Background: an optimization exercise with open tools, aiming at small area and a short achievable clock period. Do not read the settings as production practice.
Only simulation tests tie the RTL to the original design; equivalence was not proved.
No driver is modelled on the clock port, so clocking that relies on it looks cheaper here than on a real chip.
No activity file was given, so power comes from the tool's default toggle rates.

## design.v

```verilog
`timescale 1ns/1ns
package mboxPkg;
  localparam int wordW = 36;
  localparam int halfW = wordW / 2;
  localparam int mbSlots = 4;
  localparam int cfgDataW = 8;
  typedef logic [0:wordW-1] wordT;
  typedef logic [$clog2(mbSlots)-1:0] mbSlotT;
  typedef enum logic [2:0] {
    OpNone       = 3'd0,
    OpLoadMb     = 3'd1,
    OpChBufWrite = 3'd2,
    OpChBufRead  = 3'd3,
    OpChRegLoad  = 3'd4,
    OpCcwWrite   = 3'd5
  } mbOpE;
  typedef enum logic [2:0] {
    SrcCache  = 3'd0,
    SrcAr     = 3'd1,
    SrcMem    = 3'd2,
    SrcCcwMix = 3'd3,
    SrcChBuf  = 3'd4
  } mbSrcE;
  typedef enum logic [1:0] {
    MtcAr    = 2'd0,
    MtcMb    = 2'd1,
    MtcMem   = 2'd2,
    MtcChReg = 2'd3
  } memToCacheE;
  typedef enum logic [2:0] {
    CfgMbSel    = 3'd0,
    CfgMtcSel   = 3'd1,
    CfgMtcEn    = 3'd2,
    CfgPaging   = 3'd3,
    CfgChBufSrc = 3'd4,
    CfgMixSel   = 3'd5,
    CfgCcwAddr  = 3'd6
  } cfgRegE;
endpackage
`timescale 1ns/1ns
package chanPkg;
  localparam int chBufDepth = 128;
  localparam int chBufAddrW = $clog2(chBufDepth);
  typedef logic [chBufAddrW-1:0] chBufAddrT;
  localparam int ccwDepth = 4;
  localparam int ccwAddrW = $clog2(ccwDepth);
  typedef logic [ccwAddrW-1:0] ccwAddrT;
endpackage
`timescale 1ns/1ns
import mboxPkg::*;
import chanPkg::*;
module mbCfgRegs
(
  input  logic                clk,
  input  logic                rstN,
  input  logic                cfgWrEn,
  input  mboxPkg::cfgRegE     cfgAddr,
  input  logic [mboxPkg::cfgDataW-1:0] cfgData,
  output mboxPkg::mbSlotT     mbSel,
  output mboxPkg::memToCacheE mtcSel,
  output logic                mtcEn,
  output logic                pagingMode,
  output logic                chBufMbSrc,
  output logic                mixMbSel,
  output chanPkg::ccwAddrT    ccwAddr,
  output mboxPkg::mbSlotT     mbSelNext,
  output mboxPkg::memToCacheE mtcSelNext,
  output logic                mtcEnNext,
  output logic                pagingModeNext,
  output logic                chBufMbSrcNext,
  output logic                mixMbSelNext,
  output chanPkg::ccwAddrT    ccwAddrNext
);
  always_comb begin
    mbSelNext      = mbSel;
    mtcSelNext     = mtcSel;
    mtcEnNext      = mtcEn;
    pagingModeNext = pagingMode;
    chBufMbSrcNext = chBufMbSrc;
    mixMbSelNext   = mixMbSel;
    ccwAddrNext    = ccwAddr;
    if (!rstN) begin
      mbSelNext      = '0;
      mtcSelNext     = MtcAr;
      mtcEnNext      = 1'b0;
      pagingModeNext = 1'b0;
      chBufMbSrcNext = 1'b0;
      mixMbSelNext   = 1'b0;
      ccwAddrNext    = '0;
    end else if (cfgWrEn) begin
      case (cfgAddr)
        CfgMbSel:    mbSelNext      = cfgData[1:0];
        CfgMtcSel:   mtcSelNext     = mboxPkg::memToCacheE'(cfgData[1:0]);
        CfgMtcEn:    mtcEnNext      = cfgData[0];
        CfgPaging:   pagingModeNext = cfgData[0];
        CfgChBufSrc: chBufMbSrcNext = cfgData[0];
        CfgMixSel:   mixMbSelNext   = cfgData[0];
        CfgCcwAddr:  ccwAddrNext    = cfgData[1:0];
        default: begin
        end
      endcase
    end
  end
  always_ff @(posedge clk) begin
    mbSel      <= mbSelNext;
    mtcSel     <= mtcSelNext;
    mtcEn      <= mtcEnNext;
    pagingMode <= pagingModeNext;
    chBufMbSrc <= chBufMbSrcNext;
    mixMbSel   <= mixMbSelNext;
    ccwAddr    <= ccwAddrNext;
  end
endmodule
`timescale 1ns/1ns
import mboxPkg::*;
module memBufBank
(
  input  logic       clk,
  input  logic       rstN,
  input  mboxPkg::mbOpE       op,
  input  mboxPkg::mbSlotT     opSlot,
  input  mboxPkg::mbSrcE      opSrc,
  input  logic       nxm,
  input  mboxPkg::wordT       arData,
  input  mboxPkg::wordT       cacheData,
  input  mboxPkg::wordT       memData,
  input  mboxPkg::wordT       chBufOut,
  input  mboxPkg::wordT       chRegNext,
  input  mboxPkg::wordT       ccwMix,
  input  mboxPkg::mbSlotT     mbSelNext,
  input  mboxPkg::memToCacheE mtcSelNext,
  input  logic       mtcEnNext,
  input  logic       pagingModeNext,
  output mboxPkg::wordT       mbWord,
  output mboxPkg::wordT       mbWordNext,
  output logic       mbParOdd,
  output mboxPkg::wordT       memToCache,
  output mboxPkg::wordT       ptIn
);
  mboxPkg::wordT mbWords [0:mbSlots-1];
  mboxPkg::wordT mbIn;
  mboxPkg::wordT mtcRegNext;
  always_comb begin
    case (opSrc)
      SrcCache:  mbIn = cacheData;
      SrcAr:     mbIn = arData;
      SrcMem:    mbIn = memData;
      SrcCcwMix: mbIn = ccwMix;
      SrcChBuf:  mbIn = chBufOut;
      default:   mbIn = '0;
    endcase
  end
  logic [mbSlots-1:0] slotLd;
  logic [mbSlots-1:0] slotEn;
  logic [mbSlots-1:0] selNext;
  logic selLd;
  mboxPkg::wordT selWord;
  for (genvar i = 0; i < mbSlots; i++) begin : gSlot
    slotCtl #(.IDX(i)) u (.rstN, .op, .nxm, .opSlot, .ld(slotLd[i]), .en(slotEn[i]));
  end
  always_ff @(posedge clk) begin
    for (int i = 0; i < mbSlots; i++) begin
      if (slotEn[i]) begin
        mbWords[i] <= mbIn & {wordW{rstN}};
      end
    end
  end
  always_comb begin
    for (int i = 0; i < mbSlots; i++) begin
      selNext[i] = rstN && (int'(mbSelNext) == i);
    end
    selLd = |(selNext & slotLd);
    selWord = '0;
    for (int i = 0; i < mbSlots; i++) begin
      selWord = selWord | (mbWords[i] & {wordW{selNext[i]}});
    end
    mbWordNext = selLd ? mbIn : selWord;
  end
  logic [mbSlots-1:0] mbPar;
  logic srcPar;
  logic mbParNext;
  always_comb begin
    case (opSrc)
      SrcCache:  srcPar = ^cacheData;
      SrcAr:     srcPar = ^arData;
      SrcMem:    srcPar = ^memData;
      SrcCcwMix: srcPar = ^ccwMix;
      SrcChBuf:  srcPar = ^chBufOut;
      default:   srcPar = 1'b0;
    endcase
  end
  always_ff @(posedge clk) begin
    for (int i = 0; i < mbSlots; i++) begin
      if (slotEn[i]) begin
        mbPar[i] <= srcPar && rstN;
      end
    end
  end
  assign mbParNext = selLd ? srcPar : |(mbPar & selNext);
  logic mtcArNext;
  logic mtcMemNext;
  logic mtcRegSelNext;
  mboxPkg::wordT mtcA;
  mboxPkg::wordT mtcM;
  mboxPkg::wordT mtcR;
  mboxPkg::wordT ptA;
  mboxPkg::wordT ptR;
  assign mtcArNext     = mtcEnNext && mtcSelNext == MtcAr;
  assign mtcMemNext    = mtcEnNext && mtcSelNext == MtcMem;
  assign mtcRegSelNext = mtcEnNext && (mtcSelNext == MtcMb || mtcSelNext == MtcChReg);
  always_comb begin
    mtcRegNext = (mtcSelNext == MtcMb) ? mbWordNext : chRegNext;
    mtcRegNext = mtcRegNext & {wordW{mtcRegSelNext}};
  end
  always_ff @(posedge clk) begin
    mbWord   <= mbWordNext;
    mbParOdd <= mbParNext;
    mtcA     <= mtcRegNext | {wordW{mtcArNext}};
    mtcM     <= mtcRegNext | {wordW{mtcMemNext}};
    mtcR     <= mtcRegNext;
    ptA      <= pagingModeNext ? mbWordNext : '1;
    ptR      <= pagingModeNext ? mbWordNext : '0;
  end
  assign ptIn = (arData & ptA) | ptR;
  assign memToCache = (arData & mtcA) | (memData & mtcM) | mtcR;
endmodule
module slotCtl
#(
  parameter int IDX = 0
)
(
  input  logic            rstN,
  input  mboxPkg::mbOpE   op,
  input  logic            nxm,
  input  mboxPkg::mbSlotT opSlot,
  output logic            ld,
  output logic            en
);
  assign ld = rstN && (op == mboxPkg::OpLoadMb) && !nxm && (int'(opSlot) == IDX);
  assign en = ld || !rstN;
endmodule
`timescale 1ns/1ns
import mboxPkg::*;
import chanPkg::*;
module chanBuffer
(
  input  logic      clk,
  input  logic      rstN,
  input  mboxPkg::mbOpE      op,
  input  chanPkg::chBufAddrT opAddr,
  input  mboxPkg::wordT      mbWord,
  input  mboxPkg::wordT      mbWordNext,
  input  mboxPkg::wordT      cbusIn,
  input  logic      chReverse,
  input  mboxPkg::wordT      ccwIn,
  input  logic      chBufMbSrc,
  input  logic      mixMbSelNext,
  input  chanPkg::ccwAddrT   ccwAddrNext,
  output mboxPkg::wordT      chBufOut,
  output mboxPkg::wordT      chRegNext,
  output mboxPkg::wordT      ccwMix
);
  logic [chBufDepth-1:0][0:wordW-1] chBuf;
  mboxPkg::wordT ccwBuf [0:ccwDepth-1];
  mboxPkg::wordT ccwNext [0:ccwDepth-1];
  mboxPkg::wordT chReg;
  mboxPkg::wordT chBufIn;
  mboxPkg::wordT chRegIn;
  mboxPkg::wordT rdWord;
  logic [chBufDepth-1:0] addrDec;
  logic chBufWe;
  logic chBufRe;
  logic chRegLd;
  logic ccwWe;
  assign chBufWe = (op == OpChBufWrite);
  assign chBufRe = rstN && (op == OpChBufRead);
  assign chRegLd = rstN && (op == OpChRegLoad);
  assign ccwWe   = rstN && (op == OpCcwWrite);
  assign chBufIn = chBufMbSrc ? mbWord : chReg;
  assign chRegIn = chReverse ? {cbusIn[halfW:wordW-1], cbusIn[0:halfW-1]} : cbusIn;
  logic [7:0]  addrLo;
  logic [15:0] addrHi;
  logic [chBufDepth-1:0] wrEn;
  always_comb begin
    for (int i = 0; i < 8; i++) begin
      addrLo[i] = (int'(opAddr[2:0]) == i);
    end
    for (int i = 0; i < 16; i++) begin
      addrHi[i] = (int'(opAddr[6:3]) == i);
    end
  end
  for (genvar w = 0; w < chBufDepth; w++) begin : gWordLine
    wordLine u (.lo(addrLo[w % 8]), .hi(addrHi[w / 8]), .we(chBufWe),
                .sel(addrDec[w]), .wrEn(wrEn[w]));
  end
  always_ff @(posedge clk) begin
    for (int w = 0; w < chBufDepth; w++) begin
      if (wrEn[w]) begin
        chBuf[w] <= chBufIn;
      end
    end
  end
  mboxPkg::wordT rdL1 [0:42];
  mboxPkg::wordT rdL2 [0:10];
  mboxPkg::wordT rdL3 [0:2];
  for (genvar g = 0; g < 42; g++) begin : gRdL1
    rdAoi3 u (.a(chBuf[3*g]), .b(chBuf[3*g+1]), .c(chBuf[3*g+2]),
              .sa(addrDec[3*g]), .sb(addrDec[3*g+1]), .sc(addrDec[3*g+2]),
              .y(rdL1[g]));
  end
  rdAoi2 uRdL1Last (.a(chBuf[126]), .b(chBuf[127]), .sa(addrDec[126]), .sb(addrDec[127]),
                    .y(rdL1[42]));
  for (genvar g = 0; g < 10; g++) begin : gRdL2
    rdNand4 u (.a(rdL1[4*g]), .b(rdL1[4*g+1]), .c(rdL1[4*g+2]), .d(rdL1[4*g+3]), .y(rdL2[g]));
  end
  rdNand3 uRdL2Last (.a(rdL1[40]), .b(rdL1[41]), .c(rdL1[42]), .y(rdL2[10]));
  rdNor4 uRdL3a (.a(rdL2[0]), .b(rdL2[1]), .c(rdL2[2]), .d(rdL2[3]), .y(rdL3[0]));
  rdNor4 uRdL3b (.a(rdL2[4]), .b(rdL2[5]), .c(rdL2[6]), .d(rdL2[7]), .y(rdL3[1]));
  rdNor3 uRdL3c (.a(rdL2[8]), .b(rdL2[9]), .c(rdL2[10]), .y(rdL3[2]));
  rdNand3 uRdL4 (.a(rdL3[0]), .b(rdL3[1]), .c(rdL3[2]), .y(rdWord));
  always_ff @(posedge clk) begin
    if (!rstN) begin
      chBufOut <= '0;
    end else if (chBufRe) begin
      chBufOut <= rdWord;
    end
  end
  always_comb begin
    if (!rstN) begin
      chRegNext = '0;
    end else if (chRegLd) begin
      chRegNext = chRegIn;
    end else begin
      chRegNext = chReg;
    end
    for (int i = 0; i < ccwDepth; i++) begin
      if (!rstN) begin
        ccwNext[i] = '0;
      end else if (ccwWe && int'(opAddr[ccwAddrW-1:0]) == i) begin
        ccwNext[i] = ccwIn;
      end else begin
        ccwNext[i] = ccwBuf[i];
      end
    end
  end
  always_ff @(posedge clk) begin
    chReg <= chRegNext;
    for (int i = 0; i < ccwDepth; i++) begin
      ccwBuf[i] <= ccwNext[i];
    end
    ccwMix <= mixMbSelNext ? mbWordNext : ccwNext[ccwAddrNext];
  end
endmodule
module rdAoi3
(
  input  mboxPkg::wordT a,
  input  mboxPkg::wordT b,
  input  mboxPkg::wordT c,
  input  logic          sa,
  input  logic          sb,
  input  logic          sc,
  output mboxPkg::wordT y
);
  assign y = ~((a & {mboxPkg::wordW{sa}}) | (b & {mboxPkg::wordW{sb}}) | (c & {mboxPkg::wordW{sc}}));
endmodule
module rdAoi2
(
  input  mboxPkg::wordT a,
  input  mboxPkg::wordT b,
  input  logic          sa,
  input  logic          sb,
  output mboxPkg::wordT y
);
  assign y = ~((a & {mboxPkg::wordW{sa}}) | (b & {mboxPkg::wordW{sb}}));
endmodule
module rdNand4
(
  input  mboxPkg::wordT a,
  input  mboxPkg::wordT b,
  input  mboxPkg::wordT c,
  input  mboxPkg::wordT d,
  output mboxPkg::wordT y
);
  assign y = ~(a & b & c & d);
endmodule
module rdNand3
(
  input  mboxPkg::wordT a,
  input  mboxPkg::wordT b,
  input  mboxPkg::wordT c,
  output mboxPkg::wordT y
);
  assign y = ~(a & b & c);
endmodule
module rdNor4
(
  input  mboxPkg::wordT a,
  input  mboxPkg::wordT b,
  input  mboxPkg::wordT c,
  input  mboxPkg::wordT d,
  output mboxPkg::wordT y
);
  assign y = ~(a | b | c | d);
endmodule
module rdNor3
(
  input  mboxPkg::wordT a,
  input  mboxPkg::wordT b,
  input  mboxPkg::wordT c,
  output mboxPkg::wordT y
);
  assign y = ~(a | b | c);
endmodule
module wordLine
(
  input  logic lo,
  input  logic hi,
  input  logic we,
  output logic sel,
  output logic wrEn
);
  assign sel  = lo & hi;
  assign wrEn = lo & hi & we;
endmodule
`timescale 1ns/1ns
import mboxPkg::*;
import chanPkg::*;
module mbox
(
  input  logic                clk,
  input  logic                rstN,
  input  logic                cfgWrEn,
  input  mboxPkg::cfgRegE              cfgAddr,
  input  logic [mboxPkg::cfgDataW-1:0] cfgData,
  input  mboxPkg::mbOpE                op,
  input  mboxPkg::mbSlotT              opSlot,
  input  mboxPkg::mbSrcE               opSrc,
  input  chanPkg::chBufAddrT           opAddr,
  input  logic                nxm,
  input  mboxPkg::wordT                arData,
  input  mboxPkg::wordT                cacheData,
  input  mboxPkg::wordT                memData,
  input  mboxPkg::wordT                cbusIn,
  input  logic                chReverse,
  input  mboxPkg::wordT                ccwIn,
  output mboxPkg::wordT                mbWord,
  output logic                mbParOdd,
  output mboxPkg::wordT                memToCache,
  output mboxPkg::wordT                ptIn,
  output mboxPkg::wordT                cbusOut,
  output mboxPkg::wordT                ccwMix
);
  mboxPkg::mbSlotT     mbSel;
  mboxPkg::memToCacheE mtcSel;
  logic       mtcEn;
  logic       pagingMode;
  logic       chBufMbSrc;
  logic       mixMbSel;
  chanPkg::ccwAddrT    ccwAddr;
  mboxPkg::mbSlotT     mbSelNext;
  mboxPkg::memToCacheE mtcSelNext;
  logic       mtcEnNext;
  logic       pagingModeNext;
  logic       chBufMbSrcNext;
  logic       mixMbSelNext;
  chanPkg::ccwAddrT    ccwAddrNext;
  mboxPkg::wordT mbWordNext;
  mboxPkg::wordT chRegNext;
  mbCfgRegs cfgRegs (
    .clk, .rstN, .cfgWrEn, .cfgAddr, .cfgData,
    .mbSel, .mtcSel, .mtcEn, .pagingMode,
    .chBufMbSrc, .mixMbSel, .ccwAddr,
    .mbSelNext, .mtcSelNext, .mtcEnNext, .pagingModeNext,
    .chBufMbSrcNext, .mixMbSelNext, .ccwAddrNext
  );
  memBufBank memBuf (
    .clk, .rstN, .op, .opSlot, .opSrc, .nxm,
    .arData, .cacheData, .memData,
    .chBufOut(cbusOut), .chRegNext, .ccwMix,
    .mbSelNext, .mtcSelNext, .mtcEnNext, .pagingModeNext,
    .mbWord, .mbWordNext, .mbParOdd, .memToCache, .ptIn
  );
  chanBuffer chanBuf (
    .clk, .rstN, .op, .opAddr, .mbWord, .mbWordNext, .cbusIn, .chReverse, .ccwIn,
    .chBufMbSrc, .mixMbSelNext, .ccwAddrNext,
    .chBufOut(cbusOut), .chRegNext, .ccwMix
  );
endmodule
```

## flow/run.sh

```bash
#!/bin/bash
# The standard layout (standard.sh, with the standard synthesis unchanged),
# with three of its steps tuned through ORFS variables:
#  - clock tree: larger sink clusters and no dummy loads
#  - port buffers: buf_2 instead of the library's slow delay buffer
#  - floorplan: the pre-placement timing repair is skipped (it only sees an
#    ideal clock, and upsizes input paths that meet timing once the clock
#    tree exists); later repairs are as standard
# Each tool's full output stays in orfs/logs/; make's own output goes to
# flow_make.log in this folder.
set -euo pipefail
export CTS_ARGS="-sink_clustering_enable -repair_clock_nets -dont_use_dummy_load -sink_clustering_size 24 -sink_clustering_max_diameter 80"
export BUFFER_PORTS_ARGS="-buffer_cell sky130_fd_sc_hd__buf_2"
export REMOVE_ABC_BUFFERS=1
bash standard.sh > flow_make.log 2>&1
```

## standard.sh

```bash
#!/bin/bash
# synth_recipe.tcl (not shown) runs the flow's synth.tcl, then flattens the netlist and writes it again
# the make line also repeats each setting of config.mk as NAME=value (left out here)
make -C /OpenROAD-flow-scripts/flow DESIGN_CONFIG=/design/flow/config.mk WORK_HOME=/design/flow/orfs CLKGATE_MAP_FILE= SYNTH_SCRIPT=/design/flow/synth_recipe.tcl "${@:-finish}"
```

## config.mk

```make
export PLATFORM = sky130hd
export DESIGN_NAME = mbox
export DESIGN_NICKNAME = mbox
export VERILOG_FILES = /design/flow/design.v
export SDC_FILE = /design/flow/constraint.sdc
export NUM_CORES = 4
export LEC_CHECK = 0
export CAP_MARGIN = 20
export CELL_PAD_IN_SITES_DETAIL_PLACEMENT = 0
export CELL_PAD_IN_SITES_GLOBAL_PLACEMENT = 1
export CORE_MARGIN = 2
export CORE_UTILIZATION = 45
export CTS_CLUSTER_DIAMETER = 80
export CTS_CLUSTER_SIZE = 24
export PLACE_DENSITY = 0.58
export SETUP_SLACK_MARGIN = 2.5
export SLEW_MARGIN = 20
export SYNTH_HIERARCHICAL = 1
export SYNTH_MEMORY_MAX_BITS = 8192
```

## constraint.sdc

```tcl
create_clock -name core_clock -period 5.5 [get_ports {clk}]
set_input_delay 1.1000 -clock core_clock [delete_from_list [all_inputs] [get_ports {clk}]]
set_output_delay 1.1000 -clock core_clock [all_outputs]
set_load 0.01 [all_outputs]
```

==> results.txt, run 1 <==
outcome=finished clean; Clk Tree Root Cell=clkbuf_16; count of endpoints failing setup in the final report=0; Worst Setup Slack post-DPL=0.3376 ns; synthesized instance count=10170; total number of placement rows=239; maximum number of pins on one net before global-route repair=129; combinational group share of total power=4.6%; Critical Path Source=opAddr[1]; HPWL Detailed=413.4 mm; H-tree depth=5; Routed Wire Length=698.9 mm; clock insertion delay at the later pin of the skew report=0.98 ns; chip width=656.1 µm; all-layer global routing usage=31.24%; ratio of routed vias to standard cells=6.743; crit share post-route=62.59%; share of total power in sequential cells=64.5%; Yosys Warn Count=17; gp weighted congestion=0.9452; internal power contribution=0.05290 W; antenna violations before repair=85; setup repair after global routing missed its margin=true; library cell appearing most often on the critical path=and2_4; Psw=0.01451 W; Setup crit end kind=flip-flop; Finished Layout Cells=16810; sequential cell area fraction in the yosys report=79.65%; worst ir drop on vdd=0.2486 mV; clock-pin slew of the registers on the worst-case setup and hold paths=0.09 ns; router iterations before antenna repair=13; Arrival @ worst endpoint=4.26 ns; Final #Nets=11290; kind of critical path=in -> reg; total placed cells including tap cells=16030; Static Leakage=75.79 nW; clock tree from TritonCTS=built; switching part of the total power=21.52%; count of buffers inserted at the top-level ports=385; highest fanout seen on the critical path=8; skew final=0.05942 ns; Initial Utilization=45.19%; number of max-slew violations in the final report=0; critical path data required time=6.32 ns; via count of the routed design=113300; fin util=50.74%; largest stage delay on the critical path=0.75 ns; Inserted Clock Buffers=265; antenna viol nets, final=0; crit path launch type=primary input; overall die area=430500 µm²; cell-by-cell trace of the critical path=buf_16 > nor2b_4 > and2_4 > and2_4 > buf_12 > buf_4 > a222oi_1 > nand4_1 > nor4_4 > nand3_1 > nand2_1 > o21ai_0; final worst hold slack=0.4351 ns; leading cell types in the layout, fill and taps excluded=edfxtp_1 (4756), a222oi_1 (1512), buf_4 (657); worst-path cell with the longest stage delay=nor4_4; shortest clock period the worst path allows after layout=3.442 ns; Die Span Y=656.1 µm; clock network fraction of design power=30.9%; highest clock frequency the design can meet=290.5 MHz; area growth from synthesis to layout=12.29%; beginning of the worst register-to-register path=chanBuf.ccwMix[0]; mapped cell area=191400 µm²; Main synth FF type=edfxtp_1; via count of the first global-routing pass=106100; post-synthesis cell type count=67; category of cells accounting for the largest share of critical-path delay=simple AND/OR/NAND/NOR gates; count of maximum capacitance violations=0; num ports=392; Worst Hold Launch=ccwIn[6]; Core Box Area=423400 µm²; path type of the worst min-delay path=in -> reg; final number of hold-violating endpoints=0; share of cells above drive strength 1=21.25%; smallest setup slack after layout=2.058 ns; number of register bits inferred by synthesis=5235; detailed router's first-iteration violation count=21520; sink count of the clock tree=5235; Max Buffers Root-to-Sink=4; most common cell after layout, fill and taps aside=edfxtp_1; average cell area after synthesis=18.81 µm²; remaining global-route overflow=0; wire per inst=41.58 µm; number of enable-type register cells in the synthesized netlist=4756; wire length of the first global-routing pass=922.1 mm; transition time at the pin with the least slew margin=1.204 ns; Max-slew headroom=19.73%; number of buffers added to fix hold violations after cts=0; power per unit of standard cell area=313.7 nW/µm²; final routed DRC violation total=0; buffering stage count on the worst path with inverters included=3; Async SR Flop Fraction=0%
[logic make-up (layout without fill, tap and decap cells)]
logic type,after synthesis,after routing,synth area share [%]
and+or+nand+nor,1503,1544,4.509
DFF,5235,5235,79.65
other,0,69,0
AOI/OAI and AO/OA,2217,2217,10.41
xor gates and xnor gates,170,170,0.8180
muxes,263,263,1.535
buffers and inverters,785,1647,3.082
[per-module statistics from Yosys (local to each module, per instance), excerpt]
module      flip-flops and latches  copies in the design
rdNor4                           0                     2
rdAoi2                           0                     1
rdNor3                           0                     1
rdNand3                          0                     2
rdAoi3                           0                    42
wordLine                         0                   128
chanBuffer                    4860                     1
rdNand4                          0                    10
memBufBank                     365                     1
mbCfgRegs                       10                     1
[final timing paths]
kind              slack, ns               endpoint  cells past startpoint
setup / recovery       2.06   chanBuf.chBufOut[22]                     12
hold / removal         0.44   chanBuf.ccwBuf[1][6]                      3
setup reg to reg       2.60        memBuf.mbPar[2]                      8
hold reg to reg        0.49  chanBuf.ccwBuf[0][27]                      2
[registers in the layout, indices dropped and copies added, names as in the netlist, 2 cells and up]
signal / flops
cfgRegs.ccwAddr: 2
chanBuf.chBufOut: 36
memBuf.mbWord: 36
memBuf.ptA: 36
chanBuf.ccwMix: 36
chanBuf.chReg: 36
memBuf.mtcA: 36
memBuf.mbPar: 4
memBuf.mbWords: 144
memBuf.ptR: 36
memBuf.mtcR: 36
cfgRegs.mbSel: 2
cfgRegs.mtcSel: 2
chanBuf.chBuf: 4608
chanBuf.ccwBuf: 144
memBuf.mtcM: 36
[Yosys cell counts (143+ instances only)]
cell	number	area share, %
nor2_1	243	0.48
nand4_1	362	1.2
nand3_1	146	0.38
dfxtp_1	479	5.0
a21oi_1	148	0.39
xnor2_1	148	0.68
clkbuf_1	143	0.28
buf_6	352	2.1
and3_1	144	0.47
mux2i_1	163	0.85
buf_2	187	0.49
and2_1	168	0.55
a222oi_1	1512	7.9
edfxtp_1	4756	75
nand2_1	275	0.54
[worst min-delay path: stages]
cell and delay (ns):
buf_2 0.13, nand3_1 0.09, a21oi_1 0.06
[power groups by stage]
stage / Clock (W) / Sequential [W] / Combinational [W]
floorplan: 0 / 0.0443 / 0.00115
CTS: 0.0210 / 0.0435 / 0.00299
detailed placement: 0 / 0.0444 / 0.00271
global placement: 0 / 0.0444 / 0.00267
global route: 0.0223 / 0.0435 / 0.00317
finish: 0.0208 / 0.0435 / 0.00310
[stage by stage]
| stage | power [W] | cell area (µm²) | setup TNS, ns |
|---|---|---|---|
| finish | 0.06741 | 214900 | 0 |
| global route | 0.06892 | 214800 | 0 |
| CTS | 0.06746 | 212800 | 0 |
| detailed placement | 0.04709 | 200600 | 0 |
| global placement | 0.04703 | 200500 | 0 |
| floorplan | 0.04544 | 185700 | -9010.08 |
[layer usage]
metal	part of all wire (%)	global-route usage, %	up-vias
li1	-	-	45420
met1	37	41.57	59640
met2	46	49.29	7182
met3	10	5.699	1075
met4	6.0	16.31	24
met5	0.022	0	-
[repair_timing]
action	CTS	global route
setup buffers	264	96
resized for setup	592	212
pin swaps	323	210
cloned	68	13
setup endpoints to repair	723	200
[cell type report]
cell class,count,area (µm²)
Sequential cell,5235,152500
Fill cell,34440,208600
Timing Repair Buffer,1317,12450
Tap cell,5663,7086
Inverter,65,294.0
Clock buffer,265,6631
Multi-Input combinational cell,4194,35760
Antenna cell,69,172.7
==> inputs of run 2 (changes only) <==
--- a/design.v
+++ b/design.v
@@ -127,7 +127,10 @@
   input  mboxPkg::wordT       chBufOut,
   input  mboxPkg::wordT       chRegNext,
   input  mboxPkg::wordT       ccwMix,
-  input  mboxPkg::mbSlotT     mbSelNext,
+  input  logic       cfgWrEn,
+  input  mboxPkg::cfgRegE     cfgAddr,
+  input  logic [mboxPkg::cfgDataW-1:0] cfgData,
+  input  mboxPkg::mbSlotT     mbSel,
   input  mboxPkg::memToCacheE mtcSelNext,
   input  logic       mtcEnNext,
   input  logic       pagingModeNext,
@@ -152,7 +155,7 @@
   end
   logic [mbSlots-1:0] slotLd;
   logic [mbSlots-1:0] slotEn;
-  logic [mbSlots-1:0] selNext;
+  logic mbSelWr;
   logic selLd;
   mboxPkg::wordT selWord;
   for (genvar i = 0; i < mbSlots; i++) begin : gSlot
@@ -165,27 +168,44 @@
       end
     end
   end
+  assign mbSelWr = cfgWrEn && cfgAddr == CfgMbSel;
   always_comb begin
-    for (int i = 0; i < mbSlots; i++) begin
-      selNext[i] = rstN && (int'(mbSelNext) == i);
+    if (mbSelWr) begin
+      selLd   = |slotLd && opSlot == cfgData[1:0];
+      selWord = mbWords[cfgData[1:0]];
+    end else begin
+      selLd   = |slotLd && opSlot == mbSel;
+      selWord = mbWord;
     end
-    selLd = |(selNext & slotLd);
-    selWord = '0;
-    for (int i = 0; i < mbSlots; i++) begin
-      selWord = selWord | (mbWords[i] & {wordW{selNext[i]}});
+    if (!rstN) begin
+      mbWordNext = '0;
+    end else if (selLd) begin
+      mbWordNext = mbIn;
+    end else begin
+      mbWordNext = selWord;
     end
-    mbWordNext = selLd ? mbIn : selWord;
   end
   logic [mbSlots-1:0] mbPar;
   logic srcPar;
+  logic selPar;
   logic mbParNext;
+  logic parCacheData;
+  logic parArData;
+  logic parMemData;
+  logic parCcwMix;
+  logic parChBufOut;
+  par36 uParCache (.d(cacheData), .p(parCacheData));
+  par36 uParAr    (.d(arData),    .p(parArData));
+  par36 uParMem   (.d(memData),   .p(parMemData));
+  par36 uParCcw   (.d(ccwMix),    .p(parCcwMix));
+  par36 uParChBuf (.d(chBufOut),  .p(parChBufOut));
   always_comb begin
     case (opSrc)
-      SrcCache:  srcPar = ^cacheData;
-      SrcAr:     srcPar = ^arData;
-      SrcMem:    srcPar = ^memData;
-      SrcCcwMix: srcPar = ^ccwMix;
-      SrcChBuf:  srcPar = ^chBufOut;
+      SrcCache:  srcPar = parCacheData;
+      SrcAr:     srcPar = parArData;
+      SrcMem:    srcPar = parMemData;
+      SrcCcwMix: srcPar = parCcwMix;
+      SrcChBuf:  srcPar = parChBufOut;
       default:   srcPar = 1'b0;
     endcase
   end
@@ -196,7 +216,16 @@
       end
     end
   end
-  assign mbParNext = selLd ? srcPar : |(mbPar & selNext);
+  always_comb begin
+    selPar = mbSelWr ? mbPar[cfgData[1:0]] : mbParOdd;
+    if (!rstN) begin
+      mbParNext = 1'b0;
+    end else if (selLd) begin
+      mbParNext = srcPar;
+    end else begin
+      mbParNext = selPar;
+    end
+  end
   logic mtcArNext;
   logic mtcMemNext;
   logic mtcRegSelNext;
@@ -239,6 +268,42 @@
   assign ld = rstN && (op == mboxPkg::OpLoadMb) && !nxm && (int'(opSlot) == IDX);
   assign en = ld || !rstN;
 endmodule
+module par36
+(
+  input  mboxPkg::wordT d,
+  output logic          p
+);
+  logic [17:0] l1;
+  logic [8:0]  l2;
+  logic [4:0]  l3;
+  logic [2:0]  l4;
+  logic [1:0]  l5;
+  for (genvar i = 0; i < 18; i++) begin : gL1
+    xor2m u (.a(d[2*i]), .b(d[2*i+1]), .y(l1[i]));
+  end
+  for (genvar i = 0; i < 9; i++) begin : gL2
+    xor2m u (.a(l1[2*i]), .b(l1[2*i+1]), .y(l2[i]));
+  end
+  for (genvar i = 0; i < 4; i++) begin : gL3
+    xor2m u (.a(l2[2*i]), .b(l2[2*i+1]), .y(l3[i]));
+  end
+  assign l3[4] = l2[8];
+  for (genvar i = 0; i < 2; i++) begin : gL4
+    xor2m u (.a(l3[2*i]), .b(l3[2*i+1]), .y(l4[i]));
+  end
+  assign l4[2] = l3[4];
+  xor2m uL5 (.a(l4[0]), .b(l4[1]), .y(l5[0]));
+  assign l5[1] = l4[2];
+  xor2m uL6 (.a(l5[0]), .b(l5[1]), .y(p));
+endmodule
+module xor2m
+(
+  input  logic a,
+  input  logic b,
+  output logic y
+);
+  assign y = a ^ b;
+endmodule
 `timescale 1ns/1ns
 import mboxPkg::*;
 import chanPkg::*;
@@ -253,10 +318,14 @@
   input  mboxPkg::wordT      cbusIn,
   input  logic      chReverse,
   input  mboxPkg::wordT      ccwIn,
-  input  logic      chBufMbSrc,
+  input  logic      chBufMbSrcNext,
   input  logic      mixMbSelNext,
-  input  chanPkg::ccwAddrT   ccwAddrNext,
+  input  chanPkg::ccwAddrT   ccwAddr,
+  input  logic      cfgWrEn,
+  input  mboxPkg::cfgRegE    cfgAddr,
+  input  logic [mboxPkg::cfgDataW-1:0] cfgData,
   output mboxPkg::wordT      chBufOut,
+  output mboxPkg::wordT      chBufOutInt,
   output mboxPkg::wordT      chRegNext,
   output mboxPkg::wordT      ccwMix
 );
@@ -266,7 +335,6 @@
   mboxPkg::wordT chReg;
   mboxPkg::wordT chBufIn;
   mboxPkg::wordT chRegIn;
-  mboxPkg::wordT rdWord;
   logic [chBufDepth-1:0] addrDec;
   logic chBufWe;
   logic chBufRe;
@@ -276,7 +344,9 @@
   assign chBufRe = rstN && (op == OpChBufRead);
   assign chRegLd = rstN && (op == OpChRegLoad);
   assign ccwWe   = rstN && (op == OpCcwWrite);
-  assign chBufIn = chBufMbSrc ? mbWord : chReg;
+  always_ff @(posedge clk) begin
+    chBufIn <= chBufMbSrcNext ? mbWordNext : chRegNext;
+  end
   assign chRegIn = chReverse ? {cbusIn[halfW:wordW-1], cbusIn[0:halfW-1]} : cbusIn;
   logic [7:0]  addrLo;
   logic [15:0] addrHi;
@@ -300,31 +370,34 @@
       end
     end
   end
-  mboxPkg::wordT rdL1 [0:42];
-  mboxPkg::wordT rdL2 [0:10];
-  mboxPkg::wordT rdL3 [0:2];
-  for (genvar g = 0; g < 42; g++) begin : gRdL1
-    rdAoi3 u (.a(chBuf[3*g]), .b(chBuf[3*g+1]), .c(chBuf[3*g+2]),
-              .sa(addrDec[3*g]), .sb(addrDec[3*g+1]), .sc(addrDec[3*g+2]),
-              .y(rdL1[g]));
-  end
-  rdAoi2 uRdL1Last (.a(chBuf[126]), .b(chBuf[127]), .sa(addrDec[126]), .sb(addrDec[127]),
-                    .y(rdL1[42]));
-  for (genvar g = 0; g < 10; g++) begin : gRdL2
-    rdNand4 u (.a(rdL1[4*g]), .b(rdL1[4*g+1]), .c(rdL1[4*g+2]), .d(rdL1[4*g+3]), .y(rdL2[g]));
-  end
-  rdNand3 uRdL2Last (.a(rdL1[40]), .b(rdL1[41]), .c(rdL1[42]), .y(rdL2[10]));
-  rdNor4 uRdL3a (.a(rdL2[0]), .b(rdL2[1]), .c(rdL2[2]), .d(rdL2[3]), .y(rdL3[0]));
-  rdNor4 uRdL3b (.a(rdL2[4]), .b(rdL2[5]), .c(rdL2[6]), .d(rdL2[7]), .y(rdL3[1]));
-  rdNor3 uRdL3c (.a(rdL2[8]), .b(rdL2[9]), .c(rdL2[10]), .y(rdL3[2]));
-  rdNand3 uRdL4 (.a(rdL3[0]), .b(rdL3[1]), .c(rdL3[2]), .y(rdWord));
+  mboxPkg::wordT rdL1 [0:3][0:10];
+  mboxPkg::wordT rdL2 [0:3][0:2];
+  mboxPkg::wordT rdL3 [0:3];
+  for (genvar q = 0; q < 4; q++) begin : gRdQ
+    for (genvar g = 0; g < 10; g++) begin : gRdL1
+      rdAoi3 u (.a(chBuf[32*q+3*g]), .b(chBuf[32*q+3*g+1]), .c(chBuf[32*q+3*g+2]),
+                .sa(addrDec[32*q+3*g]), .sb(addrDec[32*q+3*g+1]), .sc(addrDec[32*q+3*g+2]),
+                .y(rdL1[q][g]));
+    end
+    rdAoi2 uRdL1Last (.a(chBuf[32*q+30]), .b(chBuf[32*q+31]),
+                      .sa(addrDec[32*q+30]), .sb(addrDec[32*q+31]), .y(rdL1[q][10]));
+    rdNand4 uRdL2a (.a(rdL1[q][0]), .b(rdL1[q][1]), .c(rdL1[q][2]), .d(rdL1[q][3]), .y(rdL2[q][0]));
+    rdNand4 uRdL2b (.a(rdL1[q][4]), .b(rdL1[q][5]), .c(rdL1[q][6]), .d(rdL1[q][7]), .y(rdL2[q][1]));
+    rdNand3 uRdL2c (.a(rdL1[q][8]), .b(rdL1[q][9]), .c(rdL1[q][10]), .y(rdL2[q][2]));
+    rdNor3 uRdL3 (.a(rdL2[q][0]), .b(rdL2[q][1]), .c(rdL2[q][2]), .y(rdL3[q]));
+  end
+  mboxPkg::wordT rdHold [0:1];
   always_ff @(posedge clk) begin
-    if (!rstN) begin
-      chBufOut <= '0;
-    end else if (chBufRe) begin
-      chBufOut <= rdWord;
+    for (int k = 0; k < 2; k++) begin
+      if (!rstN) begin
+        rdHold[k] <= '1;
+      end else if (chBufRe) begin
+        rdHold[k] <= rdL3[2*k] & rdL3[2*k+1];
+      end
     end
   end
+  rdNand2 uRdL4 (.a(rdHold[0]), .b(rdHold[1]), .y(chBufOut));
+  rdNand2 uRdL4Int (.a(rdHold[0]), .b(rdHold[1]), .y(chBufOutInt));
   always_comb begin
     if (!rstN) begin
       chRegNext = '0;
@@ -343,12 +416,35 @@
       end
     end
   end
+  logic ccwSelWr;
+  logic ccwHit;
+  mboxPkg::wordT ccwSel;
+  mboxPkg::wordT ccwMixNext;
+  assign ccwSelWr = cfgWrEn && cfgAddr == CfgCcwAddr;
+  always_comb begin
+    if (ccwSelWr) begin
+      ccwHit = ccwWe && opAddr[ccwAddrW-1:0] == cfgData[ccwAddrW-1:0];
+      ccwSel = ccwBuf[cfgData[ccwAddrW-1:0]];
+    end else begin
+      ccwHit = ccwWe && opAddr[ccwAddrW-1:0] == ccwAddr;
+      ccwSel = ccwBuf[ccwAddr];
+    end
+    if (!rstN) begin
+      ccwMixNext = '0;
+    end else if (mixMbSelNext) begin
+      ccwMixNext = mbWordNext;
+    end else if (ccwHit) begin
+      ccwMixNext = ccwIn;
+    end else begin
+      ccwMixNext = ccwSel;
+    end
+  end
   always_ff @(posedge clk) begin
     chReg <= chRegNext;
     for (int i = 0; i < ccwDepth; i++) begin
       ccwBuf[i] <= ccwNext[i];
     end
-    ccwMix <= mixMbSelNext ? mbWordNext : ccwNext[ccwAddrNext];
+    ccwMix <= ccwMixNext;
   end
 endmodule
 module rdAoi3
@@ -422,6 +518,14 @@
   assign sel  = lo & hi;
   assign wrEn = lo & hi & we;
 endmodule
+module rdNand2
+(
+  input  mboxPkg::wordT a,
+  input  mboxPkg::wordT b,
+  output mboxPkg::wordT y
+);
+  assign y = ~(a & b);
+endmodule
 `timescale 1ns/1ns
 import mboxPkg::*;
 import chanPkg::*;
@@ -466,6 +570,7 @@
   chanPkg::ccwAddrT    ccwAddrNext;
   mboxPkg::wordT mbWordNext;
   mboxPkg::wordT chRegNext;
+  mboxPkg::wordT cbusOutInt;
   mbCfgRegs cfgRegs (
     .clk, .rstN, .cfgWrEn, .cfgAddr, .cfgData,
     .mbSel, .mtcSel, .mtcEn, .pagingMode,
@@ -476,13 +581,13 @@
   memBufBank memBuf (
     .clk, .rstN, .op, .opSlot, .opSrc, .nxm,
     .arData, .cacheData, .memData,
-    .chBufOut(cbusOut), .chRegNext, .ccwMix,
-    .mbSelNext, .mtcSelNext, .mtcEnNext, .pagingModeNext,
+    .chBufOut(cbusOutInt), .chRegNext, .ccwMix,
+    .cfgWrEn, .cfgAddr, .cfgData, .mbSel, .mtcSelNext, .mtcEnNext, .pagingModeNext,
     .mbWord, .mbWordNext, .mbParOdd, .memToCache, .ptIn
   );
   chanBuffer chanBuf (
     .clk, .rstN, .op, .opAddr, .mbWord, .mbWordNext, .cbusIn, .chReverse, .ccwIn,
-    .chBufMbSrc, .mixMbSelNext, .ccwAddrNext,
-    .chBufOut(cbusOut), .chRegNext, .ccwMix
+    .chBufMbSrcNext, .mixMbSelNext, .ccwAddr, .cfgWrEn, .cfgAddr, .cfgData,
+    .chBufOut(cbusOut), .chBufOutInt(cbusOutInt), .chRegNext, .ccwMix
   );
 endmodule
==> flow/run.sh (replaced) <==
#!/bin/bash
# The standard layout (standard.sh, with the standard synthesis unchanged),
# with some of its steps tuned through ORFS variables:
#  - clock tree: larger sink clusters and no dummy loads
#  - port buffers: buf_2 instead of the library's slow delay buffer
#  - floorplan: the pre-placement timing repair is skipped (it only sees an
#    ideal clock, and upsizes input paths that meet timing once the clock
#    tree exists); later repairs are as standard
#  - pin placement: the data pins of each bit (the five 36-bit inputs and
#    the five 36-bit outputs) are kept together, so the one-gate paths
#    between them stay short
# Each tool's full output stays in orfs/logs/; make's own output goes to
# flow_make.log in this folder.
set -euo pipefail
export CTS_ARGS="-sink_clustering_enable -repair_clock_nets -dont_use_dummy_load -sink_clustering_size 24 -sink_clustering_max_diameter 80"
export BUFFER_PORTS_ARGS="-buffer_cell sky130_fd_sc_hd__buf_2"
export REMOVE_ABC_BUFFERS=1
groups=""
for b in $(seq 0 35); do
  g=""
  for p in arData cacheData memData cbusIn ccwIn mbWord ptIn memToCache cbusOut ccwMix; do
    g="$g $p[$b]"
  done
  groups="$groups -group_pins {${g# }}"
done
export PLACE_PINS_ARGS="${groups# }"
bash standard.sh > flow_make.log 2>&1
--- a/config.mk
+++ b/config.mk
@@ -12,8 +12,8 @@
 export CORE_UTILIZATION = 45
 export CTS_CLUSTER_DIAMETER = 80
 export CTS_CLUSTER_SIZE = 24
-export PLACE_DENSITY = 0.58
-export SETUP_SLACK_MARGIN = 2.5
+export PLACE_DENSITY = 0.6
+export SETUP_SLACK_MARGIN = 2.6
 export SLEW_MARGIN = 20
 export SYNTH_HIERARCHICAL = 1
 export SYNTH_MEMORY_MAX_BITS = 8192
==> run 2 against run 1 <==
Against the previous run: synthesized area increased by 2.5%; clock skew grew 0.042 ns; highest routed layer unchanged; first-iteration DRC count up 2.3%; clock power barely moved; global-route usage shrank 2.3 points; hold slack got worse by 0.023 ns; non-clock buffer count decreased by 235; register-to-register slack about the same; synthesized cell count rose by 5.2%; largest cell class unchanged; sequential share of layout area decreased by 0.074 points; combinational power increased by 12%.
==> results.txt, run 2 <==
all-layer global routing usage=28.98% (-2.3 points); number of max-slew violations in the final report=0 (unchanged); highest clock frequency the design can meet=313.2 MHz (+7.8%); Arrival @ worst endpoint=4.06 ns (-0.20 ns); crit share post-route=58.06% (-4.5 points); maximum number of pins on one net before global-route repair=145 (+12%); antenna viol nets, final=0 (unchanged); num ports=392 (unchanged); final number of hold-violating endpoints=0 (unchanged); leading cell types in the layout, fill and taps excluded=edfxtp_1 (4756), a222oi_1 (1440), nand2_1 (617); most common cell after layout, fill and taps aside=edfxtp_1; router iterations before antenna repair=12 (-1); Yosys Warn Count=19 (+2); Routed Wire Length=666.5 mm (-4.6%); area growth from synthesis to layout=10.89%; fin util=50.08% (-0.66 points); H-tree depth=5 (unchanged); share of cells above drive strength 1=21.48% (+0.23 points); Inserted Clock Buffers=268 (+1.1%); via count of the first global-routing pass=108900 (+2.7%); sequential cell area fraction in the yosys report=78.45% (-1.2 points); power per unit of standard cell area=315.5 nW/µm² (+0.56%); mapped cell area=196100 µm² (+2.5%); register-to-register setup slack=2.61 ns (about the same); remaining global-route overflow=0 (unchanged); ratio of routed vias to standard cells=6.714 (-0.44%); final routed DRC violation total=0 (unchanged); Final #Nets=11540 (+2.3%); most frequent cells after synthesis=edfxtp_1 (4756), a222oi_1 (1440), nand2_1 (694); count of endpoints failing setup in the final report=0 (unchanged); Power Total=0.06861 W (+1.8%); shortest clock period the worst path allows after layout=3.193 ns (-0.2492 ns); highest fanout seen on the critical path=7 (-1); Main synth FF type=edfxtp_1; depth of the most critical reg-to-reg path=11 (+3); leading post-synthesis cells by cell area=edfxtp_1 (73%), a222oi_1 (7.4%), dfxtp_1 (5.6%); post-synthesis xor/xnor area fraction=0.7905% (-0.027 points); wire length of the first global-routing pass=894.3 mm (-3.0%); crit path launch type=primary input; number of buffers added to fix hold violations after cts=0 (unchanged); hold path endpoint=chanBuf.ccwBuf[3][23]; outcome=finished clean; depth of the worst hold-timing path=3 (unchanged); clock insertion delay at the later pin of the skew report=0.96 ns (-0.02 ns); critical path data required time=6.37 ns (+0.05 ns); Static Leakage=65.26 nW (-14%); clock-pin slew of the registers on the worst-case setup and hold paths=0.11 ns (+0.02 ns); beginning of the worst register-to-register path=chanBuf.rdHold[0][21]; multiplexer share of the synthesized area=1.215% (-0.32 points); detailed router's first-iteration violation count=22010 (+2.3%); Async SR Flop Fraction=0% (unchanged); kind of critical path=in -> reg; post-synthesis share of cell area spent on full adders, half adders and majority gates=0% (unchanged); wire per inst=38.93 µm (-6.4%); largest family of logic cells by synthesized area=compound AO/OA/AOI/OAI gates; via count of the routed design=114900 (+1.4%); antenna violations before repair=79 (-7.1%); HPWL Detailed=388.1 mm (-6.1%); overall die area=441100 µm² (+2.5%); gp weighted congestion=0.8769 (-7.2%); Clk Tree Root Cell=clkbuf_16; worst ir drop on vdd=0.2605 mV (+4.8%); Max-slew headroom=21.30% (+1.6 points); most repeated cell in the gate-level netlist after synthesis=edfxtp_1; Core Box Area=434200 µm² (+2.5%); number of flip-flops under the largest register name=4608 (unchanged); number of register bits inferred by synthesis=5307 (+1.4%); skew final=0.1018 ns (+0.04241 ns); Setup crit end kind=flip-flop; clock tree from TritonCTS=built; transition time at the pin with the least slew margin=1.181 ns (-0.02346 ns); registers with the most flip-flops=chanBuf.chBuf: 4608 flops, chanBuf.ccwBuf: 144 flops, memBuf.mbWords: 144 flops; share of Yosys cell area claimed by the top area cell type=72.83% (-1.8 points); Worst Hold Launch=ccwIn[23]; path type of the worst min-delay path=in -> reg; simple-gate portion of the synthesized area=5.167% (+0.66 points); terminus of the critical flop-to-flop path=memBuf.mbParOdd; worst-path cell with the longest stage delay=nor3_4; Die Span Y=664.1 µm (+1.2%); number of enable-type register cells in the synthesized netlist=4756 (unchanged); count of maximum capacitance violations=0 (unchanged); setup repair after global routing missed its margin=true; Max Buffers Root-to-Sink=4 (unchanged); average cell area after synthesis=18.32 µm² (-2.6%); Top reg by flops=chanBuf.chBuf; largest stage delay on the critical path=0.63 ns (-0.12 ns); sink count of the clock tree=5307 (+1.4%); cell-by-cell trace of the critical path=buf_16 > nand2b_4 > buf_6 > nor3_4 > buf_6 > and2_4 > buf_12 > bufbuf_16 > a222oi_1 > nand4_1 > nor3_4 > nand2_1 > o21ai_1; largest area contributor in the netlist=edfxtp_1; synthesized instance count=10700 (+5.2%); category of cells accounting for the largest share of critical-path delay=simple AND/OR/NAND/NOR gates; total number of placement rows=242 (+1.3%); Initial Utilization=45.16% (about the same); post-synthesis cell type count=76 (+13%); buffering stage count on the worst path with inverters included=5 (+2); count of buffers inserted at the top-level ports=385 (unchanged); chip width=664.1 µm (+1.2%); fraction of the mapped netlist area in compound gates=11.39% (+0.98 points)
==> run 2: changes by cell type in the layout (fill, tap and decap cells not counted), sizes merged, moves of 148 or more <==
cell   before   now
nand2     275   694
buf      1290  1065
nor2      247    63
xor2       16   176
nand3     146   294
xnor2     149     1
==> run 2: logic make-up after synthesis <==
kind of cell / count (synthesis)
DFF: 5307
and+or+nand+nor: 1842
xor gates and xnor gates: 177
AOI/OAI and AO/OA: 2451
buffers and inverters: 756
muxes: 171
==> run 2: modules after synthesis (local to each module, per instance), excerpt <==
module      flops+latches  cell area (µm²)
wordLine                0            12.51
rdNand3                 0            180.2
xor2m                   0            8.758
rdNand4                 0            225.2
rdAoi3                  0            470.5
mbCfgRegs              10            441.7
rdNor3                  0            360.3
chanBuffer           4932           151800
==> run 2: report_power, final <==
group,total (W),internal (W),switching [W],leakage (nW)
sequential,0.0442,0.0438,0.000349,42.5
combinational,0.00348,0.00103,0.00245,19.5
clock,0.0210,0.00875,0.0122,3.30
total,0.0686,0.0536,0.0150,65.3
==> run 2: per-stage QoR <==
stage          cells  setup slack (ns)  instance area (µm²)  TNS (ns)  hold slack (ns)
6_report       17120             2.307               217500         0           0.4120
5_1_grt        17090             2.338               217400         0           0.3964
4_1_cts        17000             2.485               215900         0           0.3508
3_5_place_dp   16570            0.3378               205300         0           0.4477
3_3_place_gp   16570            0.4264               205200         0           0.4410
2_1_floorplan   9956            -6.222               190300  -9591.80           0.4360
==> run 2: how the worst max path moves through the flow <==
stage               startpoint                    end  slack, ns  cells past startpoint
floorplan                 rstN     chanBuf.chBufIn[0]      -6.22                      4
global placement     opAddr[0]   chanBuf.rdHold[0][1]       0.43                     10
detailed placement   opAddr[0]   chanBuf.rdHold[0][1]       0.34                     10
CTS                  opAddr[5]  chanBuf.rdHold[1][23]       2.48                     15
global route         opAddr[2]   chanBuf.rdHold[0][4]       2.34                     14
finish               opAddr[4]  chanBuf.rdHold[0][24]       2.31                     13
==> run 2: worst register-to-register path, delay by kind of cell (launching register included) <==
family	cells	cell delay [ns]
buffers and inverters	1	0.17
XOR/XNOR	6	1.42
AND/OR/NAND/NOR	1	0.15
flip-flops	1	0.35
AO/OA/AOI/OAI	3	0.74
==> run 2: repair_timing <==
item                        CTS  global route
setup endpoints to repair  1787           491
gates resized for setup     537           156
gates cloned                 42            15
pin swaps                   311           196
buffers inserted            118            41
==> run 2: cell type report <==
| type | count | area, µm² |
|---|---|---|
| Fill cell | 35450 | 216700 |
| Sequential cell | 5307 | 154200 |
| Multi-Input combinational cell | 4666 | 38800 |
| Timing Repair Buffer | 1082 | 10450 |
| Tap cell | 5734 | 7174 |
| Clock buffer | 268 | 6706 |
| Antenna cell | 56 | 140.1 |
| Inverter | 8 | 41.29 |
==> run 2: layer usage <==
metal | global-route usage [%] | vias to the layer above | wire length [µm]
met5 | 0 | - | 113
met4 | 11.29 | 12 | 30050
met3 | 4.656 | 909 | 67810
met2 | 46.04 | 6850 | 311100
met1 | 40.25 | 60420 | 257400
li1 | - | 46750 | -
==> inputs of run 3 (changes only) <==
--- a/config.mk
+++ b/config.mk
@@ -9,10 +9,10 @@
 export CELL_PAD_IN_SITES_DETAIL_PLACEMENT = 0
 export CELL_PAD_IN_SITES_GLOBAL_PLACEMENT = 1
 export CORE_MARGIN = 2
-export CORE_UTILIZATION = 45
+export CORE_UTILIZATION = 50
 export CTS_CLUSTER_DIAMETER = 80
 export CTS_CLUSTER_SIZE = 24
-export PLACE_DENSITY = 0.6
+export PLACE_DENSITY = 0.65
 export SETUP_SLACK_MARGIN = 2.6
 export SLEW_MARGIN = 20
 export SYNTH_HIERARCHICAL = 1
==> run 3 against run 2 <==
Against the previous run: worst setup slack improved by 0.060 ns; non-clock buffer count rose by 51; synthesized cell count did not move; utilization rose by 5.5 points; largest power group unchanged; sequential power barely moved; final cell count fell by 3.0%.
==> results.txt, run 3 <==
most common cell after layout, fill and taps aside=edfxtp_1; Max Buffers Root-to-Sink=4 (unchanged); final number of hold-violating endpoints=0 (unchanged); power per unit of standard cell area=315.6 nW/µm² (about the same); all-layer global routing usage=30.54% (+1.6 points); registers with the most flip-flops=chanBuf.chBuf: 4608 flops, chanBuf.ccwBuf: 144 flops, memBuf.mbWords: 144 flops; most repeated cell in the gate-level netlist after synthesis=edfxtp_1; path type of the worst min-delay path=in -> reg; via count of the routed design=114400 (-0.45%); H-tree depth=5 (unchanged); clock-pin slew of the registers on the worst-case setup and hold paths=0.10 ns (about the same); detailed router's first-iteration violation count=21990 (-0.077%); overall die area=397200 µm² (-9.9%); clock insertion delay at the later pin of the skew report=0.95 ns (about the same); Initial Utilization=50.32% (+5.2 points); share of cells above drive strength 1=21.32% (-0.16 points); Fill cells=29880 (-16%); final worst hold slack=0.4382 ns (+0.02619 ns); share of Yosys cell area claimed by the top area cell type=72.83% (unchanged); shortest clock period the worst path allows after layout=3.134 ns (-0.05953 ns); antenna viol nets, final=0 (unchanged); count of buffers inserted at the top-level ports=385 (unchanged); chip width=630.3 µm (-5.1%); number of flip-flops under the largest register name=4608 (unchanged); remaining global-route overflow=0 (unchanged); Main synth FF type=edfxtp_1; placement-stage cell area=204700 µm² (-0.30%); crit path launch type=primary input; worst ir drop on vdd=0.2728 mV (+4.7%); Inserted Clock Buffers=267 (-0.37%); Arrival @ worst endpoint=4.01 ns (-0.05 ns); outcome=finished clean; clock tree from TritonCTS=built; gp weighted congestion=0.8705 (-0.73%); Non-Filler Cell Area, Final=216600 µm² (-0.42%); highest fanout seen on the critical path=36 (+29); ratio of routed vias to standard cells=6.891 (+2.6%); Yosys Warn Count=19 (unchanged); skew final=0.09555 ns (-0.006287 ns); transition time at the pin with the least slew margin=1.156 ns (-0.02456 ns); num ports=392 (unchanged); most frequent cells after synthesis=edfxtp_1 (4756), a222oi_1 (1440), nand2_1 (694); critical path data required time=6.37 ns (about the same); Async SR Flop Fraction=0% (unchanged); leading post-synthesis cells by cell area=edfxtp_1 (73%), a222oi_1 (7.4%), dfxtp_1 (5.6%); Final #Nets=11580 (+0.30%); HPWL Detailed=375.4 mm (-3.3%); Power Total=0.06834 W (-0.39%); total placed cells including tap cells=16090 (-2.9%); area growth from synthesis to layout=10.43%; wire length of the first global-routing pass=854.9 mm (-4.4%); Top reg by flops=chanBuf.chBuf; post-synthesis cell type count=76 (unchanged); count of maximum capacitance violations=0 (unchanged); number of max-slew violations in the final report=0 (unchanged); fin util=55.57% (+5.5 points); sink count of the clock tree=5307 (unchanged); maximum number of pins on one net before global-route repair=125 (-14%); mapped cell area=196100 µm² (unchanged); Setup crit end kind=flip-flop; sequential cell area fraction in the yosys report=78.45% (unchanged); number of register bits inferred by synthesis=5307 (unchanged); synthesized instance count=10700 (unchanged); kind of critical path=in -> reg; Static Leakage=65.44 nW (+0.27%); leading cell types in the layout, fill and taps excluded=edfxtp_1 (4756), a222oi_1 (1440), nand2_1 (642); highest clock frequency the design can meet=319.1 MHz (+1.9%); Die Span Y=630.3 µm (-5.1%); via count of the first global-routing pass=108100 (-0.78%); total number of placement rows=229 (-5.4%); crit share post-route=56.97% (-1.1 points); number of enable-type register cells in the synthesized netlist=4756 (unchanged); number of buffers added to fix hold violations after cts=0 (unchanged); Finished Layout Cells=16610 (-3.0%); Max-slew headroom=22.93% (+1.6 points); antenna violations before repair=67 (-15%); Core Box Area=389700 µm² (-10%); router iterations before antenna repair=9 (-3); setup repair after global routing missed its margin=true; wire per inst=38.06 µm (-2.2%); largest area contributor in the netlist=edfxtp_1; count of endpoints failing setup in the final report=0 (unchanged); Routed Wire Length=632.0 mm (-5.2%); average cell area after synthesis=18.32 µm² (unchanged); final routed DRC violation total=0 (unchanged); Clk Tree Root Cell=clkbuf_16
-- run 3: changes by cell type in the layout (fill, tap and decap cells not counted), sizes merged --
cell / delta
and2: -13
diode: -12
a311o: +1
clkbuf: +16
nor2b: -1
buf: +34
nor2: -2
-- run 3: final timing paths --
kind                         startpoint                    end  slack [ns]  depth (start not counted)
setup / recovery              opAddr[0]   chanBuf.rdHold[0][0]        2.37                         11
hold / removal                ccwIn[12]  chanBuf.ccwBuf[1][12]        0.44                          3
setup reg to reg  chanBuf.rdHold[1][28]        memBuf.mbParOdd        2.69                         10
hold reg to reg   chanBuf.ccwBuf[0][14]  chanBuf.ccwBuf[0][14]        0.45                          2
-- run 3: area by class of cell --
class / count / area [µm²] / share of cell area (%)
Clock buffer: 267 / 6681 / 3.085
Tap cell: 5197 / 6502 / 3.003
Inverter: 8 / 46.29 / 0.02138
Sequential cell: 5307 / 154100 / 71.18
Multi-Input combinational cell: 4651 / 38370 / 17.72
Antenna cell: 44 / 110.1 / 0.05084
Timing Repair Buffer: 1133 / 10690 / 4.938
-- run 3: per-stage QoR --
stage | setup TNS, ns | setup WS [ns]
finish | 0 | 2.366
global route | 0 | 2.356
global placement | 0 | 0.2791
CTS | 0 | 2.390
floorplan | -9591.80 | -6.222
detailed placement | 0 | 0.2849
-- run 3: cell families (layout without fill, tap and decap cells) --
family                 Yosys count  count (layout)  share of synthesized area, %
flip-flops                    5307            5307                         78.45
multiplexers                   171             171                         1.215
XOR/XNOR                       177             177                        0.7905
buffers and inverters          756            1408                         2.983
AND/OR/NAND/NOR               1842            1851                         5.167
AO/OA/AOI/OAI                 2451            2452                         11.39
other                            0              44                             0
-- run 3: modules after synthesis, one instance, submodules excluded, a selection --
module,copies in the design,area (µm²)
rdNand4,8,225.2
rdNand2,2,135.1
wordLine,128,12.51
mbCfgRegs,1,441.7
chanBuffer,1,151800
xor2m,175,8.758
rdAoi3,40,470.5
rdAoi2,4,510.5
rdNand3,4,180.2
-- run 3: what timing repair did --
| action | CTS | global route |
|---|---|---|
| pin swaps | 184 | 301 |
| setup endpoints to repair | 2605 | 215 |
| buffers inserted | 54 | 92 |
| gates resized for setup | 390 | 275 |
| cloned | 24 | 34 |
-- run 3: report_power, final --
part | switching [W] | internal, W
registers | 0.000321 | 0.0438
clock network | 0.0120 | 0.00872
logic | 0.00241 | 0.00103
-- run 3: metal layers --
layer	GRT usage [%]	vias to the layer above	part of all wire (%)
li1	-	46830	-
met1	42.36	59600	38
met2	48.01	7071	46
met3	5.930	924	11
met4	11.88	16	4.6
met5	0	-	0.016
-- run 3: worst max-delay path: stages --
cell and delay, ns:
buf_16 0.11, nand2b_4 0.21, nor2_4 0.11, buf_12 0.16
and2_1 0.18, buf_8 0.21, a222oi_1 0.50, nand4_1 0.45
nor3_4 0.60, nand2_4 0.16, o21ai_1 0.15

-- separate check: timing with driven ports --
Ports are ideal in the flow. The routed layouts listed here were re-timed in OpenROAD.
Step 1 assumes that a clkbuf_16 drives the clock port and a buf_2 every other input.
Step 2 moves the port delays by t, midway between the first and last clock arrival at a register: inputs arrive t later, outputs are due t later. That takes back most of the time a late clock gives input paths.
a / b / c = ideal ports / drivers / drivers and shift; a / b = the first two.
run	shift t [ns]	setup slack, ns	worst setup path after step 2	pins driven straight from the clock port
run 1	1.070	2.058 / 1.912 / 0.842	input to register	1
run 2	1.034	2.307 / 2.208 / 1.173	input to register	1
run 3	1.008	2.366 / 2.247 / 1.239	input to register	1
After both steps setup and hold are still met in every run listed. For run 1, which loses most, drivers alone change the setup slack by -0.146 ns; drivers and shift together by -1.216 ns.
